What follows belongs to an exercise in optimizing a design on an open flow for a short achievable clock period and few clock cycles; a production flow would make more cautious choices. In this exercise RTL edits were held to simulation tests only and were not proved equivalent to the original. No activity file was given, so power comes from the tool's default toggle rates.

## flow/run.sh

```bash
#!/bin/bash
# Standard layout, with the timing repair steps aiming for a setup slack of SETUP_SLACK_MARGIN ns
# (the design's SDC is unchanged). The make output goes to flow.log; ORFS keeps each step's log
# under orfs/logs.
set -euo pipefail
bash standard.sh SETUP_SLACK_MARGIN=14.3 finish > flow.log 2>&1
```

## standard.sh

```bash
#!/bin/bash
# synth_recipe.tcl (not shown) runs the flow's synth.tcl, then flattens the netlist and writes it again
# the make line also repeats each setting of config.mk as NAME=value (left out here)
make -C /OpenROAD-flow-scripts/flow DESIGN_CONFIG=/design/flow/config.mk WORK_HOME=/design/flow/orfs CLKGATE_MAP_FILE= SYNTH_SCRIPT=/design/flow/synth_recipe.tcl "${@:-finish}"
```

## config.mk

```make
export PLATFORM = sky130hd
export DESIGN_NAME = rv_core
export DESIGN_NICKNAME = rv_core
export VERILOG_FILES = /design/flow/design.v
export SDC_FILE = /design/flow/constraint.sdc
export NUM_CORES = 4
export LEC_CHECK = 0
export CAP_MARGIN = 20
export CORE_MARGIN = 2
export CORE_UTILIZATION = 35
export PLACE_DENSITY = 0.5
export SLEW_MARGIN = 20
```

## constraint.sdc

```tcl
create_clock -name core_clock -period 20.0 [get_ports {clock}]
set_input_delay 4.0000 -clock core_clock [delete_from_list [all_inputs] [get_ports {clock}]]
set_output_delay 4.0000 -clock core_clock [all_outputs]
set_load 0.01 [all_outputs]
```

## design.v

```verilog
`timescale 1ns/10ps
package rv_isa_pkg;
    localparam int XLEN       = 32;
    localparam int NUM_REGS   = 32;
    localparam int IMEM_DEPTH = 64;
    localparam int DMEM_DEPTH = 64;
    localparam int MEM_IDX_W  = $clog2(IMEM_DEPTH);   
    localparam int PC_STEP    = 4;
    typedef logic [XLEN-1:0]              word_t;
    typedef logic [$clog2(NUM_REGS)-1:0]  reg_addr_t;
    typedef logic [MEM_IDX_W-1:0]         mem_index_t;
    typedef logic [6:0]                   opcode_t;
    localparam opcode_t OPC_OP     = 7'b0110011;
    localparam opcode_t OPC_OP_IMM = 7'b0010011;
    localparam opcode_t OPC_LOAD   = 7'b0000011;
    localparam opcode_t OPC_STORE  = 7'b0100011;
    localparam opcode_t OPC_BRANCH = 7'b1100011;
    localparam opcode_t OPC_JAL    = 7'b1101111;
    localparam opcode_t OPC_JALR   = 7'b1100111;
    localparam opcode_t OPC_LUI    = 7'b0110111;
    localparam opcode_t OPC_AUIPC  = 7'b0010111;
    typedef enum logic [3:0] {
        ALU_ADD,
        ALU_SUB,
        ALU_AND,
        ALU_OR,
        ALU_XOR,
        ALU_SLL,
        ALU_SRL,
        ALU_SRA,
        ALU_SLT,
        ALU_SLTU,
        ALU_EQ      
    } alu_op_t;
endpackage
`timescale 1ns/10ps
package core_ctrl_pkg;
    typedef enum logic [3:0] {
        ALU_REG,
        ALU_IMM,
        LOAD,
        STORE,
        BRANCH,
        JAL,
        JALR,
        LUI,
        AUIPC,
        ILLEGAL
    } instr_class_t;
    typedef enum logic [2:0] {
        FETCH,
        DECODE,
        EXECUTE,
        MEMORY,
        WRITE_BACK,
        NEXT_PC
    } seq_state_t;
    typedef enum logic [1:0] {
        HOLD,         
        STEP,
        OFFSET,
        REG_TARGET
    } pc_sel_t;
    typedef enum logic [2:0] {
        LINK,
        IMM_U,
        PC_IMM_U,
        ALU,
        MEM
    } wb_sel_t;
    typedef struct packed {
        instr_class_t          instr_class;
        logic [3:0]           alu_op;
        logic [4:0]            rs1;
        logic [4:0]            rs2;
        logic [4:0]            rd;
        logic [31:0]           imm;      
        logic [31:0]           pc;       
        logic [2:0]            funct3;
    } decoded_t;
    typedef struct packed {
        logic    ir_load;
        pc_sel_t pc_sel;
        logic    use_imm;
        logic    result_load;
        logic    mem_we;
        logic    mem_re;
        logic    rf_we;
        wb_sel_t wb_sel;
    } ctrl_t;
    typedef struct packed {
        logic                  valid;
        logic [4:0]            rd;
        logic [31:0]           data;
    } wb_event_t;
    typedef struct packed {
        logic              valid;
        logic [31:0]       addr;     
        logic [31:0]       data;
    } store_event_t;
endpackage
`timescale 1ns/10ps
module alu (
    input  logic        sel_add,
    input  logic        sel_sub,
    input  logic        sel_and,
    input  logic        sel_or,
    input  logic        sel_xor,
    input  logic        sel_sll,
    input  logic        sel_srl,
    input  logic        sel_sra,
    input  logic        sel_slt,
    input  logic        sel_sltu,
    input  logic [31:0] a,
    input  logic [31:0] b,
    output logic [31:0] result
);
    logic [4:0]  shamt;
    logic [31:0] sum;
    logic [31:0] diff;
    logic        lt_s;
    logic        lt_u;
    logic [31:0] sll;
    logic [31:0] srx;
    assign shamt = b[4:0];
    assign sum   = a + b;
    assign diff  = a - b;
    assign lt_u  = a < b;
    assign lt_s  = (a[31] ^ b[31]) ? a[31] : lt_u;
    assign sll   = a << shamt;
    assign srx   = 32'($signed({sel_sra & a[31], a}) >>> shamt);
    assign result = ({32{sel_add}}  & sum)
                  | ({32{sel_sub}}  & diff)
                  | ({32{sel_and}}  & (a & b))
                  | ({32{sel_or}}   & (a | b))
                  | ({32{sel_xor}}  & (a ^ b))
                  | ({32{sel_sll}}  & sll)
                  | ({32{sel_srl | sel_sra}} & srx)
                  | {31'b0, (sel_slt & lt_s) | (sel_sltu & lt_u)};
endmodule
`timescale 1ns/10ps
module reg_file (
    input  logic        clock,
    input  logic        data_mem_rst,
    input  logic [31:0] rs1_sel,
    input  logic [31:0] rs2_sel,
    input  logic        we,
    input  logic [4:0]  rd,
    input  logic [31:0] wdata,
    output logic [31:0] rs1_data,
    output logic [31:0] rs2_data
);
    logic [31:0] regs [1:31];
    always_ff @(posedge clock) begin
        for (int i = 1; i < 32; i++) begin
            if (data_mem_rst) begin
                regs[i] <= '0;
            end else if (we && rd == 5'(i)) begin
                regs[i] <= wdata;
            end
        end
    end
    always_comb begin
        rs1_data = '0;
        rs2_data = '0;
        for (int i = 1; i < 32; i++) begin
            rs1_data = rs1_data | ({32{rs1_sel[i]}} & regs[i]);
            rs2_data = rs2_data | ({32{rs2_sel[i]}} & regs[i]);
        end
    end
endmodule
`timescale 1ns/10ps
module instr_fetch (
    input  logic        clock,
    input  logic        imem_we,
    input  logic [5:0]  imem_addr,
    input  logic [31:0] imem_data,
    input  logic [5:0]  seq_idx,
    input  logic [5:0]  tgt_idx,
    input  logic [5:0]  jr_idx,
    output logic [31:0] seq_word,
    output logic [31:0] tgt_word,
    output logic [31:0] jr_word,
    output logic [31:0] word0,
    output logic        bypass0       
);
    logic [31:0] imem [64];
    always_ff @(posedge clock) begin
        if (imem_we) begin
            imem[imem_addr] <= imem_data;   
        end
    end
    assign seq_word   = imem[seq_idx];
    assign tgt_word   = imem[tgt_idx];
    assign jr_word    = imem[jr_idx];
    assign word0   = imem[0];
    assign bypass0 = imem_we && imem_addr == 6'd0;
endmodule
`timescale 1ns/10ps
module core_sequencer (
    input  logic [2:0]  funct3,
    input  logic [31:0] a,
    input  logic [31:0] b,
    output logic        taken
);
    logic [30:0] lt [6];    
    logic [30:0] eq [6];
    logic        eq_all;
    logic        lt_u;
    logic        lt_s;
    logic        cond;
    always_comb begin
        for (int i = 0; i < 31; i++) begin
            lt[0][i] = !a[i] && b[i];
            eq[0][i] = !(a[i] ^ b[i]);
        end
        for (int k = 1; k < 6; k++) begin
            for (int i = 0; i < 31; i++) begin
                if (i >= (1 << (k - 1))) begin
                    lt[k][i] = lt[k-1][i] || (eq[k-1][i] && lt[k-1][i - (1 << (k - 1))]);
                    eq[k][i] = eq[k-1][i] && eq[k-1][i - (1 << (k - 1))];
                end else begin
                    lt[k][i] = lt[k-1][i];
                    eq[k][i] = eq[k-1][i];
                end
            end
        end
    end
    assign eq_all = eq[5][30] && (a[31] == b[31]);
    assign lt_u   = (!a[31] && b[31]) || ((a[31] == b[31]) && lt[5][30]);
    assign lt_s   = (a[31] && !b[31]) || ((a[31] == b[31]) && lt[5][30]);
    always_comb begin
        case (funct3[2:1])
            2'b00:   cond = eq_all;
            2'b10:   cond = lt_s;
            default: cond = lt_u;
        endcase
    end
    assign taken = cond ^ funct3[0];
endmodule
`timescale 1ns/10ps
module execute_unit (
    input  logic        clock,
    input  logic        data_mem_rst,
    input  logic [5:0]  rd_idx,
    output logic [31:0] rd_word,
    input  logic        we,
    input  logic [5:0]  wr_idx,
    input  logic [31:0] wr_word
);
    logic [31:0] dmem [64];
    always_ff @(posedge clock) begin
        for (int i = 0; i < 64; i++) begin
            if (data_mem_rst) begin
                dmem[i] <= '0;
            end else if (we && wr_idx == 6'(i)) begin
                dmem[i] <= wr_word;
            end
        end
    end
    assign rd_word = dmem[rd_idx];
endmodule
`timescale 1ns/10ps
module rv_core (
    input  logic        clock,
    input  logic        data_mem_rst,
    input  logic        imem_we,
    input  logic [5:0]  imem_addr,
    input  logic [31:0] imem_data,
    output logic [31:0] pc,
    output logic        retire_valid,
    output logic [4:0]  retire_rd,
    output logic [31:0] retire_data,
    output logic        store_valid,
    output logic [31:0] store_addr,
    output logic [31:0] store_data
);
    function automatic logic [31:0] reg_sel(input logic [4:0] r);
        reg_sel = (32'd1 << r) & ~32'd1;   
    endfunction
    logic [31:0] ir_a;
    logic [31:0] pc_a;
    logic [31:0] s1_a, s2_a;    
    logic        v_b;           
    logic        ret_b;         
    logic        wr_b;          
    logic        st_b, ld_b, alu_b;
    logic        add_b, sub_b, and_b, or_b, xor_b, sll_b, srl_b, sra_b, slt_b, sltu_b;
    logic [4:0]  rd_b;
    logic [31:0] pc_b;
    logic [31:0] a_b;           
    logic [31:0] op_b;          
    logic [31:0] s_b;           
    logic [31:0] off_b;         
    logic [31:0] early_b;       
    logic        chk_b;         
    logic        pred_b;        
    logic [2:0]  f3_b;
    logic [31:0] alt_b;         
    logic [31:0] rec_word;      
    logic [31:0] rec_s1, rec_s2;
    logic [6:0]  opc;
    logic [2:0]  f3;
    logic [4:0]  rd, rs1, rs2;
    logic        alt;
    logic        is_op, is_opi, is_ld, is_st, is_br, is_jal, is_jalr, is_lui, is_auipc;
    logic        writes_rd;
    logic [31:0] imm_i, imm_s, imm_b, imm_j, imm_u;
    assign opc = ir_a[6:0];
    assign f3  = ir_a[14:12];
    assign rd  = ir_a[11:7];
    assign rs1 = ir_a[19:15];
    assign rs2 = ir_a[24:20];
    assign alt = ir_a[30];
    assign is_op    = (opc == 7'b0110011);
    assign is_opi   = (opc == 7'b0010011);
    assign is_ld    = (opc == 7'b0000011);
    assign is_st    = (opc == 7'b0100011);
    assign is_br    = (opc == 7'b1100011) && (f3[2:1] != 2'b01);
    assign is_jal   = (opc == 7'b1101111);
    assign is_jalr  = (opc == 7'b1100111);
    assign is_lui   = (opc == 7'b0110111);
    assign is_auipc = (opc == 7'b0010111);
    assign writes_rd = is_op | is_opi | is_ld | is_jal | is_jalr | is_lui | is_auipc;
    assign imm_i = {{20{ir_a[31]}}, ir_a[31:20]};
    assign imm_s = {{20{ir_a[31]}}, ir_a[31:25], ir_a[11:7]};
    assign imm_b = {{19{ir_a[31]}}, ir_a[31], ir_a[7], ir_a[30:25], ir_a[11:8], 1'b0};
    assign imm_j = {{11{ir_a[31]}}, ir_a[31], ir_a[19:12], ir_a[20], ir_a[30:21], 1'b0};
    assign imm_u = {ir_a[31:12], 12'b0};
    logic [31:0] rv1, rv2;
    logic [31:0] res_b;
    reg_file u_reg_file (
        .clock        (clock),
        .data_mem_rst (data_mem_rst),
        .rs1_sel      (s1_a),
        .rs2_sel      (s2_a),
        .we           (v_b & wr_b),
        .rd           (rd_b),
        .wdata        (res_b),
        .rs1_data     (rv1),
        .rs2_data     (rv2)
    );
    logic        early_res_b;   
    logic        fwd1, fwd2;
    logic        late1, late2;
    logic [31:0] ca, cb;        
    assign early_res_b = !alu_b && !ld_b;
    assign fwd1  = v_b && wr_b && (rd_b == rs1);
    assign fwd2  = v_b && wr_b && (rd_b == rs2);
    assign late1 = fwd1 && !early_res_b;
    assign late2 = fwd2 && !early_res_b;
    assign ca    = (fwd1 && early_res_b) ? early_b : rv1;
    assign cb    = (fwd2 && early_res_b) ? early_b : rv2;
    logic        predict;       
    logic [1:0]  bht [64];      
    logic        stall;         
    logic [31:0] imm_bj;
    logic [7:0]  tgt_lo, jr_lo;
    assign predict = is_br && bht[pc_a[7:2]][1];
    assign stall   = is_jalr && late1;
    assign imm_bj  = is_jal ? imm_j : imm_b;
    assign tgt_lo  = pc_a[7:0] + imm_bj[7:0];
    assign jr_lo   = ca[7:0] + imm_i[7:0];
    logic [31:0] alu_out;
    logic [31:0] mem_addr;
    logic [7:0]  mem_lo;
    logic [31:0] ld_word;
    logic        taken_b;
    logic        miss;
    alu u_alu (
        .sel_add  (add_b),
        .sel_sub  (sub_b),
        .sel_and  (and_b),
        .sel_or   (or_b),
        .sel_xor  (xor_b),
        .sel_sll  (sll_b),
        .sel_srl  (srl_b),
        .sel_sra  (sra_b),
        .sel_slt  (slt_b),
        .sel_sltu (sltu_b),
        .a        (a_b),
        .b        (op_b),
        .result   (alu_out)
    );
    assign mem_addr = a_b + off_b;
    assign mem_lo   = a_b[7:0] + off_b[7:0];
    execute_unit u_dmem (
        .clock        (clock),
        .data_mem_rst (data_mem_rst),
        .rd_idx       (mem_lo[7:2]),
        .rd_word      (ld_word),
        .we           (v_b & st_b),
        .wr_idx       (mem_lo[7:2]),
        .wr_word      (s_b)
    );
    assign res_b = alu_b ? alu_out : (ld_b ? ld_word : early_b);
    core_sequencer u_branch_b (
        .funct3 (f3_b),
        .a      (a_b),
        .b      (s_b),
        .taken  (taken_b)
    );
    assign miss = v_b && chk_b && (taken_b != pred_b);
    always_ff @(posedge clock) begin
        for (int i = 0; i < 64; i++) begin
            if (data_mem_rst) begin
                bht[i] <= 2'b10;
            end else if (v_b && chk_b && pc_b[7:2] == 6'(i)) begin
                if (taken_b && bht[i] != 2'b11) begin
                    bht[i] <= bht[i] + 2'b01;
                end else if (!taken_b && bht[i] != 2'b00) begin
                    bht[i] <= bht[i] - 2'b01;
                end
            end
        end
    end
    logic [31:0] seq_word, tgt_word, jr_word, word0;
    logic        bypass0;
    instr_fetch u_instr_fetch (
        .clock      (clock),
        .imem_we    (imem_we),
        .imem_addr  (imem_addr),
        .imem_data  (imem_data),
        .seq_idx    (pc_a[7:2] + 6'd1),
        .tgt_idx    (tgt_lo[7:2]),
        .jr_idx     (jr_lo[7:2]),
        .seq_word   (seq_word),
        .tgt_word   (tgt_word),
        .jr_word    (jr_word),
        .word0      (word0),
        .bypass0    (bypass0)
    );
    logic        pre_tgt;
    logic [31:0] pc_seq, pc_tgt, pc_jr;
    logic [31:0] pre_pc, nxt_pc;
    logic [31:0] pre_word, nxt_word;
    logic [31:0] pre_s1, pre_s2, nxt_s1, nxt_s2;
    logic [31:0] seq_s1, seq_s2, tgt_s1, tgt_s2, jr_s1, jr_s2;
    assign pc_seq = pc_a + 32'd4;
    assign pc_tgt = pc_a + imm_bj;
    assign pc_jr  = (ca + imm_i) & ~32'd1;
    assign seq_s1 = reg_sel(seq_word[19:15]);
    assign seq_s2 = reg_sel(seq_word[24:20]);
    assign tgt_s1 = reg_sel(tgt_word[19:15]);
    assign tgt_s2 = reg_sel(tgt_word[24:20]);
    assign jr_s1  = reg_sel(jr_word[19:15]);
    assign jr_s2  = reg_sel(jr_word[24:20]);
    assign pre_tgt   = is_jal || (is_br && predict);
    always_comb begin
        if (is_jalr) begin
            pre_pc = pc_jr;  pre_word = jr_word;  pre_s1 = jr_s1;  pre_s2 = jr_s2;
        end else if (pre_tgt) begin
            pre_pc = pc_tgt; pre_word = tgt_word; pre_s1 = tgt_s1; pre_s2 = tgt_s2;
        end else begin
            pre_pc = pc_seq; pre_word = seq_word; pre_s1 = seq_s1; pre_s2 = seq_s2;
        end
        nxt_pc = pre_pc; nxt_word = pre_word; nxt_s1 = pre_s1; nxt_s2 = pre_s2;
    end
    always_ff @(posedge clock) begin
        if (data_mem_rst) begin
            pc_a <= '0;
            ir_a <= bypass0 ? imem_data : word0;
            s1_a <= bypass0 ? reg_sel(imem_data[19:15]) : reg_sel(word0[19:15]);
            s2_a <= bypass0 ? reg_sel(imem_data[24:20]) : reg_sel(word0[24:20]);
        end else if (miss) begin
            pc_a <= alt_b;
            ir_a <= rec_word;
            s1_a <= rec_s1;
            s2_a <= rec_s2;
        end else if (!stall) begin
            pc_a <= nxt_pc;
            ir_a <= nxt_word;
            s1_a <= nxt_s1;
            s2_a <= nxt_s2;
        end
    end
    logic is_alu;
    assign is_alu = is_op | is_opi;
    always_ff @(posedge clock) begin
        if (data_mem_rst) begin
            v_b <= 1'b0;
        end else begin
            v_b <= !miss && !stall;
        end
        ret_b  <= writes_rd;
        wr_b   <= writes_rd && (rd != 5'd0);
        st_b   <= is_st;
        ld_b   <= is_ld;
        alu_b  <= is_alu;
        add_b  <= is_alu && f3 == 3'b000 && !(is_op && alt);
        sub_b  <= is_op  && f3 == 3'b000 && alt;
        and_b  <= is_alu && f3 == 3'b111;
        or_b   <= is_alu && f3 == 3'b110;
        xor_b  <= is_alu && f3 == 3'b100;
        sll_b  <= is_alu && f3 == 3'b001;
        srl_b  <= is_alu && f3 == 3'b101 && !alt;
        sra_b  <= is_alu && f3 == 3'b101 && alt;
        slt_b  <= is_alu && f3 == 3'b010;
        sltu_b <= is_alu && f3 == 3'b011;
        rd_b   <= rd;
        pc_b   <= pc_a;
        a_b    <= fwd1 ? res_b : rv1;
        s_b    <= fwd2 ? res_b : rv2;
        op_b   <= is_op ? (fwd2 ? res_b : rv2) : imm_i;
        off_b  <= is_st ? imm_s : imm_i;
        early_b <= is_lui ? imm_u : (is_auipc ? pc_a + imm_u : pc_a + 32'd4);
        chk_b  <= is_br;
        pred_b <= predict;
        f3_b   <= f3;
        alt_b    <= predict ? pc_seq : pc_tgt;      
        rec_word <= predict ? seq_word : tgt_word;
        rec_s1   <= predict ? seq_s1 : tgt_s1;
        rec_s2   <= predict ? seq_s2 : tgt_s2;
    end
    always_ff @(posedge clock) begin
        if (data_mem_rst) begin
            pc           <= '0;
            retire_valid <= 1'b0;
            store_valid  <= 1'b0;
        end else begin
            pc           <= pc_b;
            retire_valid <= v_b && ret_b;
            store_valid  <= v_b && st_b;
        end
        retire_rd   <= rd_b;
        retire_data <= res_b;
        store_addr  <= mem_addr;
        store_data  <= s_b;
    end
endmodule
```

==> impl_results.md <==
* Status: no timing/DRC/antenna violations
* Worst path bufs/invs at 10
* Commonest non-fill, non-tap cell in the layout: nand2_1
* # IOs at 176
* Crit-path max cell delay at 1.07 ns
* # Max-Cap Violations at 0
* Filler instances at 75297
* Worst setup EP type: flop
* Starting Density at 35.1%
* Final net count at 28726
* Synth Warn # at 10
* Mean routed wirelength per cell at 41.2 µm
* TritonCTS sink count at 5800
* Detailed Routing Iterations Pass 1 at 22
* Vias at 274435
* Num CTS Buffers at 665
* Leak pwr at 118 nW
* Kind of critical path: reg -> reg
* Top post-synthesis cells by area: dfxtp_1 (26%), edfxtp_1 (23%), mux4_2 (14%)
* Root buf cell: clkbuf_16
* Worst path arrival time at 7.56 ns
* Grt ovf at 0
* Area grow syn2layout at 23.0%
* Final GP Congestion at 0.978
* Placement Cell Area at 298000 µm²
* Final Cell Area at 347000 µm²
* Worst-margin pin slew at 1.42 ns
* Std-Cell Rows at 329
* Post-synth EDFFs at 2142
* Worst Hold Class: reg -> reg
* Sequential area share after synthesis at 48.7%
* DR vias/cell at 6.87
* Startpoint Class: flop
* Syn_area_per_cell at 10.0 µm²
* DR iter-0 viols at 56157
* Syn nets at 28411
* Finish-stage setup viols at 0
* Die area at 814000 µm²
* Max Slew Vio Count at 0
* Unrepaired setup endpoints after global routing: yes
* Slew HR at 5.49%
* Vias in the first global route at 242317
* Die Span Y at 902 µm
* Count of input and output buffers at 175
* CTS tree: yes
* Total Power at 34.3 mW
* First-pass GRT wire length at 2140 mm
* Clk slew on worst S/H paths at 0.07 ns
* Ys async rst share at 0%
* Mapped Area at 282000 µm²
* Pin count of the biggest net entering global routing at 207
* Antenna-violating nets left at 0
* Yosys reg bits at 5800
* Core area at 804000 µm²
* Final Critical Period at 6.45 ns
* Synth Flop Type: dfxtp_1
* F_max at 155 MHz
* Tot GR Track Use at 37.8%
* Synth area leader: dfxtp_1
* VDD IR max at 117 µV
* Most frequent cells in the layout: nand2_1 (6575), dfxtp_1 (3511), a21oi_1 (3043)
* Proportion of layout cells with a drive suffix above 1 at 23.8%
* CTS max path bufs at 4
* Clock latency on the worst-skew pair at 1.27 ns
* Final TNS setup at 0 ns
* Final wirelength at 1640 mm
* Slowest library cell on the worst path: nor4_4
* Pre-CTS setup slack at 10.88 ns
* Fin. Hold Viols at 0
* Initial antenna violation count at 196
* Netlist cell types at 111
* Required time worst endpoint at 21.10 ns
* Maximum fanout along the worst path at 7
* Final worst-path cycle share at 32.3%
* Mapped Cells at 28120
* Clock Skew at 0.194 ns
* Final Util at 43.2%
* H-tree depth at 6
* Die Span X at 902 µm
* Power Density at 98.9 nW/µm²
* Post-synth top area share at 25.9%
* Family with the most delay on the worst path: compound AO/OA/AOI/OAI gates
* Post-DP HPWL at 908 mm
* Most common cell on crit path: buf_12
* Final setup margin at 13.55 ns
* DRC at 0
cells by family (layout without fill, tap and decap cells):
| family | after synthesis | count (layout) | share of synthesized area, % |
|---|---|---|---|
| xor+xnor | 165 | 165 | 0.519 |
| flops | 5800 | 5800 | 48.7 |
| compound gates | 7055 | 7063 | 16.0 |
| fa+ha+maj | 250 | 250 | 1.12 |
| buf+inv | 2738 | 3580 | 3.92 |
| simple gates | 10001 | 10004 | 14.5 |
| mux | 2111 | 2115 | 15.2 |
| other cells | 0 | 224 | 0 |
what timing repair did:
action | 4_1_cts | 5_1_grt
gates resized for setup | 2305 | 1366
cloned | 121 | 88
hold buffers | 0 | 0
setup endpoints to repair | 4949 | 2478
pin swaps | 412 | 521
buffers inserted | 513 | 370
registers in the layout (all words and copies together), names as in the netlist, 32 cells and up:
| register | cells |
|---|---|
| retire_data | 32 |
| pc_a | 32 |
| ir_a | 32 |
| op_b | 32 |
| bht | 128 |
| early_b | 32 |
| u_dmem.dmem | 2048 |
| alt_b | 32 |
| s_b | 32 |
| store_data | 32 |
| u_instr_fetch.imem | 2048 |
| a_b | 32 |
| pc | 32 |
| store_addr | 32 |
| rec_word | 32 |
| u_reg_file.regs | 992 |
cell usage after synthesis, drive strengths merged, types with 68 or more instances:
| cell | number |
|---|---|
| o211ai | 76 |
| buf | 639 |
| xnor2 | 93 |
| a21oi | 3328 |
| a22o | 316 |
| a31oi | 68 |
| nand2 | 6947 |
| a22oi | 1190 |
| mux4 | 1741 |
| ha | 244 |
| nand3 | 588 |
| o21a | 81 |
| o21ai | 457 |
| mux2i | 268 |
| a21o | 95 |
| mux2 | 102 |
| nor3 | 330 |
| clkbuf | 1902 |
| nand4 | 277 |
| xor2 | 71 |
| o31ai | 91 |
| nor2b | 78 |
| a221oi | 378 |
| dfxtp | 3658 |
| and3 | 141 |
| a211oi | 342 |
| o22ai | 135 |
| inv | 194 |
| nor2 | 1333 |
| a222oi | 95 |
| edfxtp | 2142 |
worst reg2reg max path, stage by stage (launching register included):
cell and delay, ns:
dfxtp_4 0.36, ha_4 0.16, inv_2 0.05, fa_2 0.25, nor2b_1 0.06, o21a_2 0.23, o21a_4 0.21, o31a_1 0.34
buf_12 0.18, o21ai_4 0.20, buf_12 0.14, buf_8 0.11, buf_12 0.12, buf_8 0.11, buf_6 0.10, nor2_4 0.03
buf_4 0.15, buf_12 0.15, buf_12 0.18, a222oi_1 0.44, nand4_1 0.54, nor4_4 1.07, o22ai_4 0.18, mux2_4 0.44
mux2_2 0.33, a21o_1 0.17
layer usage:
layer,GRT usage [%],routed length (µm),vias to the layer above,part of all wire (%)
li1,-,-,104763,-
met1,47.5,574000,135199,35
met2,51.4,646000,27058,39
met3,16.0,265000,7317,16
met4,28.0,158000,98,9.6
met5,0.256,1350,-,0.082
worst paths after layout:
check	from	end	cells past startpoint	slack [ns]
hold / removal	alt_b[22]	pc_a[22]	2	0.33
setup / recovery	off_b[0]	op_b[18]	25	13.55
hold reg to reg	alt_b[22]	pc_a[22]	2	0.33
setup reg to reg	off_b[0]	op_b[18]	25	13.55
cell type report:
type	count	area (µm²)	area share (%)
well taps	10757	13500	3.88
clock inverters	271	3370	0.970
clock buffers	938	18900	5.45
repair buffers	2174	27200	7.82
inverters	197	810	0.233
multi-input cells	19597	145000	41.8
flip-flops and latches	5800	138000	39.7
diodes	224	561	0.161
stage by stage:
stage / hold slack (ns) / cells
CTS: 0.392 / 39263
floorplan: 0.326 / 28120
finish: 0.332 / 39958
global placement: 0.396 / 37409
detailed placement: 0.392 / 37420
global route: 0.405 / 39843
where the power goes:
group / switching [mW] / internal (mW) / leakage, nW / total (mW)
Sequential: 0.189 / 12.4 / 49.1 / 12.6
Clock: 5.51 / 7.28 / 10.9 / 12.8
Combinational: 5.27 / 3.65 / 57.5 / 8.92
Testbench counts, summed over its fixed seeds: cycles 80,232.

re-timing with driven ports:
No port has a modelled driver above. Below, the same layout with a new extraction and two added sets of constraints.
Step 1 assumes that a clkbuf_16 drives the clock port and a buf_2 every other input.
Step 2 moves the port delays by t, midway between the first and last clock arrival at a register: inputs arrive t later, outputs are due t later. That takes back most of the time a late clock gives input paths.
a / b / c = ideal / step 1 / step 2; a / b = the first two.
t, ns: 1.327
slack for setup (ns): 13.547 / 13.547 / 12.753
clock arrival spread, ns: 0.262 / 0.262
worst slew at a driven data input, ns: 0.25
cell pins on the clock port's net: 1
After both steps this run still meets setup and hold. For this run, drivers alone change the setup slack by 0.000 ns; drivers and shift together by -0.794 ns.
